Context: an optimization exercise on an open-source flow, tuned for small area, a short achievable clock period and few clock cycles per item. The choices shown serve that exercise and are no tape-out recipe. Only simulation tests tie the RTL to the original design; equivalence was not proved.

## flow/config.mk

```make
export PLATFORM = sky130hd
export DESIGN_NAME = matrix_alu
export DESIGN_NICKNAME = matrix_alu
export VERILOG_FILES = /design/flow/design.v
export SDC_FILE = /design/flow/constraint.sdc
export NUM_CORES = 4
export LEC_CHECK = 0
export CAP_MARGIN = 20
export CORE_MARGIN = 2
export CORE_UTILIZATION = 30
export PLACE_DENSITY = 0.45
export SLEW_MARGIN = 20
```

## flow/constraint.sdc

```tcl
create_clock -name core_clock -period 12.0 [get_ports {Clk}]
set_input_delay 2.4000 -clock core_clock [delete_from_list [all_inputs] [get_ports {Clk}]]
set_output_delay 2.4000 -clock core_clock [all_outputs]
set_load 0.01 [all_outputs]
```

## flow/design.v

```verilog
module matrix_alu #(
    parameter int ELEM_W     = 16,
    parameter int MUL_CYCLES = 16
) (
    input  logic                Clk,
    input  logic                nReset,
    input  logic                start,
    input  logic [2:0]          opcode,
    input  logic [16*ELEM_W-1:0] operandA,
    input  logic [16*ELEM_W-1:0] operandB,
    output logic [16*ELEM_W-1:0] result,
    output logic                busy,
    output logic                done,
    output logic                err
);
    localparam int MW = 16 * ELEM_W;
    localparam int XW = 2 * ELEM_W + 2;
    localparam logic [2:0] OP_ADD = 3'b000;
    localparam logic [2:0] OP_SUB = 3'b001;
    localparam logic [2:0] OP_TRN = 3'b010;
    localparam logic [2:0] OP_SCL = 3'b011;
    localparam logic [2:0] OP_MUL = 3'b100;
    typedef enum logic [1:0] {
        IDLE,
        LOAD,
        EXEC,
        DONE
    } state_t;
    state_t            state_q, state_d;
    logic [2:0]        op_q, op_d;
    logic [MW-1:0]     a_q, a_d;
    logic [MW-1:0]     b_q, b_d;
    logic [MW-1:0]     acc_q, acc_d;
    logic [MW-1:0]     result_q, result_d;
    logic [3:0]        k_q, k_d;
    logic              err_q, err_d;
    logic [MW-1:0]     ew;
    logic [MW-1:0]     acc_next;
    logic signed [XW-1:0] mac;
    function automatic logic [ELEM_W-1:0] get(input logic [MW-1:0] m, input int idx);
        get = m[MW-1-ELEM_W*idx -: ELEM_W];
    endfunction
    function automatic logic signed [XW-1:0] ext(input logic [ELEM_W-1:0] x);
        ext = {{(XW-ELEM_W){1'b0}}, x};
    endfunction
    function automatic logic [ELEM_W-1:0] fit(input logic signed [XW-1:0] v);
        fit = v[ELEM_W-1:0];
    endfunction
    always_comb begin
        ew = '0;
        for (int i = 0; i < 16; i++) begin
            case (op_q)
                OP_ADD: ew[MW-1-ELEM_W*i -: ELEM_W] =
                    fit(ext(get(a_q, i)) + ext(get(b_q, i)));
                OP_SUB: ew[MW-1-ELEM_W*i -: ELEM_W] =
                    fit(ext(get(a_q, i)) - ext(get(b_q, i)));
                OP_TRN: ew[MW-1-ELEM_W*i -: ELEM_W] =
                    get(a_q, 4 * (i % 4) + i / 4);
                OP_SCL: ew[MW-1-ELEM_W*i -: ELEM_W] =
                    fit(ext(get(a_q, i)) * ext(b_q[ELEM_W-1:0]));
                default: ;
            endcase
        end
    end
    always_comb begin
        mac = '0;
        for (int j = 0; j < 4; j++) begin
            mac = mac + ext(get(a_q, 4 * int'(k_q[3:2]) + j))
                      * ext(get(b_q, 4 * j + int'(k_q[1:0])));
        end
        acc_next = acc_q;
        acc_next[MW-1-ELEM_W*int'(k_q) -: ELEM_W] = fit(mac);
    end
    always_comb begin
        state_d  = state_q;
        op_d     = op_q;
        a_d      = a_q;
        b_d      = b_q;
        acc_d    = acc_q;
        result_d = result_q;
        k_d      = k_q;
        err_d    = err_q;
        case (state_q)
            IDLE: begin
                if (start) begin
                    op_d    = opcode;
                    a_d     = operandA;
                    b_d     = operandB;
                    k_d     = '0;
                    err_d   = (opcode > OP_MUL);
                    state_d = LOAD;
                end
            end
            LOAD: state_d = EXEC;
            EXEC: begin
                if (op_q == OP_MUL) begin
                    acc_d = acc_next;
                    k_d   = k_q + 4'd1;
                    if (k_q == 4'(MUL_CYCLES - 1)) begin
                        result_d = acc_next;
                        state_d  = DONE;
                    end
                end else begin
                    if (!err_q)
                        result_d = ew;
                    state_d = DONE;
                end
            end
            DONE: state_d = IDLE;
            default: state_d = IDLE;
        endcase
    end
    always_ff @(posedge Clk or negedge nReset) begin
        if (!nReset) begin
            state_q  <= IDLE;
            op_q     <= '0;
            a_q      <= '0;
            b_q      <= '0;
            acc_q    <= '0;
            result_q <= '0;
            k_q      <= '0;
            err_q    <= 1'b0;
        end else begin
            state_q  <= state_d;
            op_q     <= op_d;
            a_q      <= a_d;
            b_q      <= b_d;
            acc_q    <= acc_d;
            result_q <= result_d;
            k_q      <= k_d;
            err_q    <= err_d;
        end
    end
    assign result = result_q;
    assign busy   = (state_q == LOAD) || (state_q == EXEC);
    assign done   = (state_q == DONE);
    assign err    = err_q;
endmodule
```

## flow/run.sh

```bash
#!/bin/bash
# synth_recipe.tcl (not shown) runs the flow's synth.tcl, then flattens the netlist and writes it again
# the make line also repeats each setting of config.mk as NAME=value (left out here)
make -C /OpenROAD-flow-scripts/flow DESIGN_CONFIG=/design/flow/config.mk WORK_HOME=/design/flow/orfs CLKGATE_MAP_FILE= SYNTH_SCRIPT=/design/flow/synth_recipe.tcl finish
```

==> results.toml <==
[detailed_routing]
drt_wl_total_um = 801800
drc_errors = 0
vias_per_cell = 5.346
postRouteAntennaNets = 0
wl_per_cell_um = 34.59
drt-initial-drc-count = 14580
drt_pass1_iterations = 8
via_count_of_the_routed_design = 123900

[layout]
mostFrequentLayoutCell = "sky130_fd_sc_hd__inv_1"
number_of_fill_cells_in_the_layout = 49290
layout_common_cells = "2812 x sky130_fd_sc_hd__inv_1, 2285 x sky130_fd_sc_hd__nand2_1, 1685 x sky130_fd_sc_hd__fa_1"
areaGrowthSynthToFinish_pct = 15.81
layout_cells_sized_above_1_pct = 9.645
finish.net_count = 20160

[placement]
port_buffers = 776
globalplace.congestion = 1.082
dp_hpwl_um = 636200

[global_routing]
via_count_of_the_first_global_routing_pass = 121500
grt_pass1_wl_um = 1078000
groute.usage.overall_pct = 32.86
largest_net_degree_at_the_start_of_global_routing = 169
grt_remaining_overflow = 0
antenna_violations_before_repair = 155

[clocking]
cts-hold-fix-buffers = 0
cts_htree_levels = 4
post-cts-setup-buffers = 0
cts_buffers = 148
cts.root.buffer_cell = "sky130_fd_sc_hd__clkbuf_16"
post_cts_gate_resize_count = 0
cts_tree = "yes"
clkSlewWorstSetupHoldPaths_ns = 0.06
clock_latency_ns = 0.94
cts_sinks = 1034
clock_path_buffers = 4

[timing]
unrepaired_setup_endpoints_after_global_routing = "false"
fin_setup_tns_ns = 0
worst_clock_skew_ns = 0.08883
timing.final.setup_violations = 0
fmax_mhz = 87.47
worstMarginPinSlew_ns = 1.323
final_period_minus_worst_setup_slack_ns = 11.43
max_slew_margin_pct = 10.71
hold_viol = 0
final-max-slew-violation-count = 0
finalCritPeriodShare_pct = 95.27
holdWs_ns = 0.4765

[worst_hold_path]
hp-class = "reg2reg"

[worst_setup_path]
timing.setup.critical_path_class = "reg2reg"
critical-path-max-stage-delay_ns = 0.71
timing.critical_path.required_ns = 12.78
critPathBufInv = 4
timing.critical_path.mode_cell = "sky130_fd_sc_hd__fa_1"
cell_class_contributing_the_biggest_share_of_worst_path_delay = "adder cells"
critPathArrivalTime_ns = 12.21
crit_slowest_cell = "sky130_fd_sc_hd__mux2i_1"
crit_fanout = 39
critPathLaunchType = "flip-flop"
setup.worst_path.end_class = "flip-flop"

[yosys]
proportion_of_synthesized_flip_flops_having_asynchronous_set_or_reset_pct = 100.0
synth.lib_cells_used.distinct = 84
postSynthRegisterBits = 1034
syn_inst = 16110
synthesis.yosys.warnings = 1
synth-edff-count = 0
synth_top_flop_cell = "sky130_fd_sc_hd__dfrtp_1"
synth.net_count = 19540
netlist_area_um2 = 142300
synth-seq-area-share_pct = 18.18
avgSynthCellArea_um2 = 8.836

[floorplan]
fp-row-count = 252
floorplan.io_pins = 777
start_util_pct = 30.17
fp.coreArea_um2 = 471700
design.die.area_um2 = 480000
die_height_um = 692.8
die_w_um = 692.8

[run]
cap_viol_max_count = 0

[outcome]
status = "timing/DRC/antenna clean"
through the flow:
step | cells | worst slack [ns] | cell area [um2] | utilization, %
3_3_place_gp | 22790 | 0.6999 | 159500 | 33.81
5_1_grt | 23130 | 0.1810 | 164700 | 34.92
2_1_floorplan | 16110 | 1.480 | 142300 | -
3_5_place_dp | 22800 | 0.7414 | 159500 | 33.82
6_report | 23180 | 0.5672 | 164800 | 34.94
4_1_cts | 23060 | 0.7247 | 164500 | 34.87
worst min-delay path: stages (launching register included):
cell and delay, ns:
sky130_fd_sc_hd__dfrtp_1 0.33, sky130_fd_sc_hd__nand2_1 0.05, sky130_fd_sc_hd__o21ai_0 0.06
path summary, 6_finish.rpt:
check | start | end | slack (ns) | cells after the start
setup / recovery | k_q[0] | result_q[15] | 0.57 | 32
hold / removal | acc_q[103] | acc_q[103] | 0.48 | 2
setup reg to reg | k_q[0] | result_q[15] | 0.57 | 32
hold reg to reg | acc_q[103] | acc_q[103] | 0.48 | 2
max in group asynchronous | nReset | op_q[2] | 8.10 | 3
min in group asynchronous | nReset | result_q[215] | 1.41 | 1
layer usage:
metal	vias to the layer above	part of all wire [%]	GRT usage (%)
li1	52050	-	-
met3	1451	8.9	7.167
met2	6156	43	49.55
met4	36	9.0	23.92
met1	64230	39	41.47
met5	-	0.063	0
cells in the mapped netlist, drive strengths merged, types with 22 or more instances:
cell    instances  share of area (%)
nand3          39               0.14
a31oi          35               0.15
a221oi        168                1.1
a21boi         62               0.33
xor2          306                1.9
fa           1686                 24
inv          2814                7.4
o22ai          22              0.097
nand2b        107               0.47
nor3           81               0.28
a21oi         530                1.9
o211ai         30               0.16
nand2        2291                6.0
mux2i         174                1.2
buf           114               0.46
clkbuf        806                2.1
o31ai          45               0.24
a211oi         48               0.26
dfrtp        1034                 18
o221ai        130               0.80
or2            28               0.12
o21a          196                1.0
xnor2         856                5.3
o21ai         694                2.4
mux4           73                1.2
a21o           73               0.39
mux2          575                4.6
ha           1231                 11
a22oi          47               0.25
and2          770                3.4
nor4           29               0.13
nor2b          92               0.40
o21bai         79               0.42
nor2          718                1.9
layout make-up:
| type | count | area [um2] | share of cell area (%) |
|---|---|---|---|
| sequential | 1034 | 25950 | 15.74 |
| clock buffer | 197 | 4183 | 2.538 |
| multi-input combinational | 11340 | 102500 | 62.19 |
| inverter | 2818 | 10580 | 6.419 |
| antenna | 119 | 297.8 | 0.1807 |
| tap | 6223 | 7786 | 4.724 |
| clock inverter | 67 | 795.8 | 0.4828 |
| timing repair buffer | 1385 | 12730 | 7.724 |
kinds of logic after synthesis:
family	Yosys count	share of synthesized area, %
and+or+nand+nor	4187	13.05
buffers and inverters	3738	10.02
adders and majority gates	2917	34.54
AOI/OAI and AO/OA	2244	10.03
xor gates and xnor gates	1167	7.241
DFF	1034	18.18
muxes	822	6.951
state kept, by name (all words and copies together) (netlist names):
name and flops:
state_q 2, a_q 256, b_q 256, acc_q 256, op_q 3, k_q 4
result_q 256, err_q 1
Testbench counts, summed over its fixed seeds: cycles 22,880, ops 3,200.

## re-timing with driven ports
How much do the figures lean on ideal ports? The routed layout below was timed once more, with nothing changed but the port constraints. Step 1 (the two cells are an assumption about what drives the block):
set clk [get_ports {Clk}]
set_driving_cell -lib_cell sky130_fd_sc_hd__clkbuf_16 $clk
set_driving_cell -lib_cell sky130_fd_sc_hd__buf_2 [delete_from_list [all_inputs] $clk]
Step 2 also shifts input and output timing later by t, the mid clock arrival at the registers, as if the neighbouring blocks saw the same clock. Three values: ideal ports, drivers, drivers and shift; two values: the first two.
t, ns: 1.016
setup slack, ns: 0.567 / 0.567 / 0.567
worst setup path at the end: register to register
latest minus earliest clock arrival (ns): 0.089 / 0.089
cell pins on the clock port's net: 1
After both steps this run still meets setup and hold. The setup slack of this run moves by 0.000 ns with the drivers and by 0.000 ns with both steps.
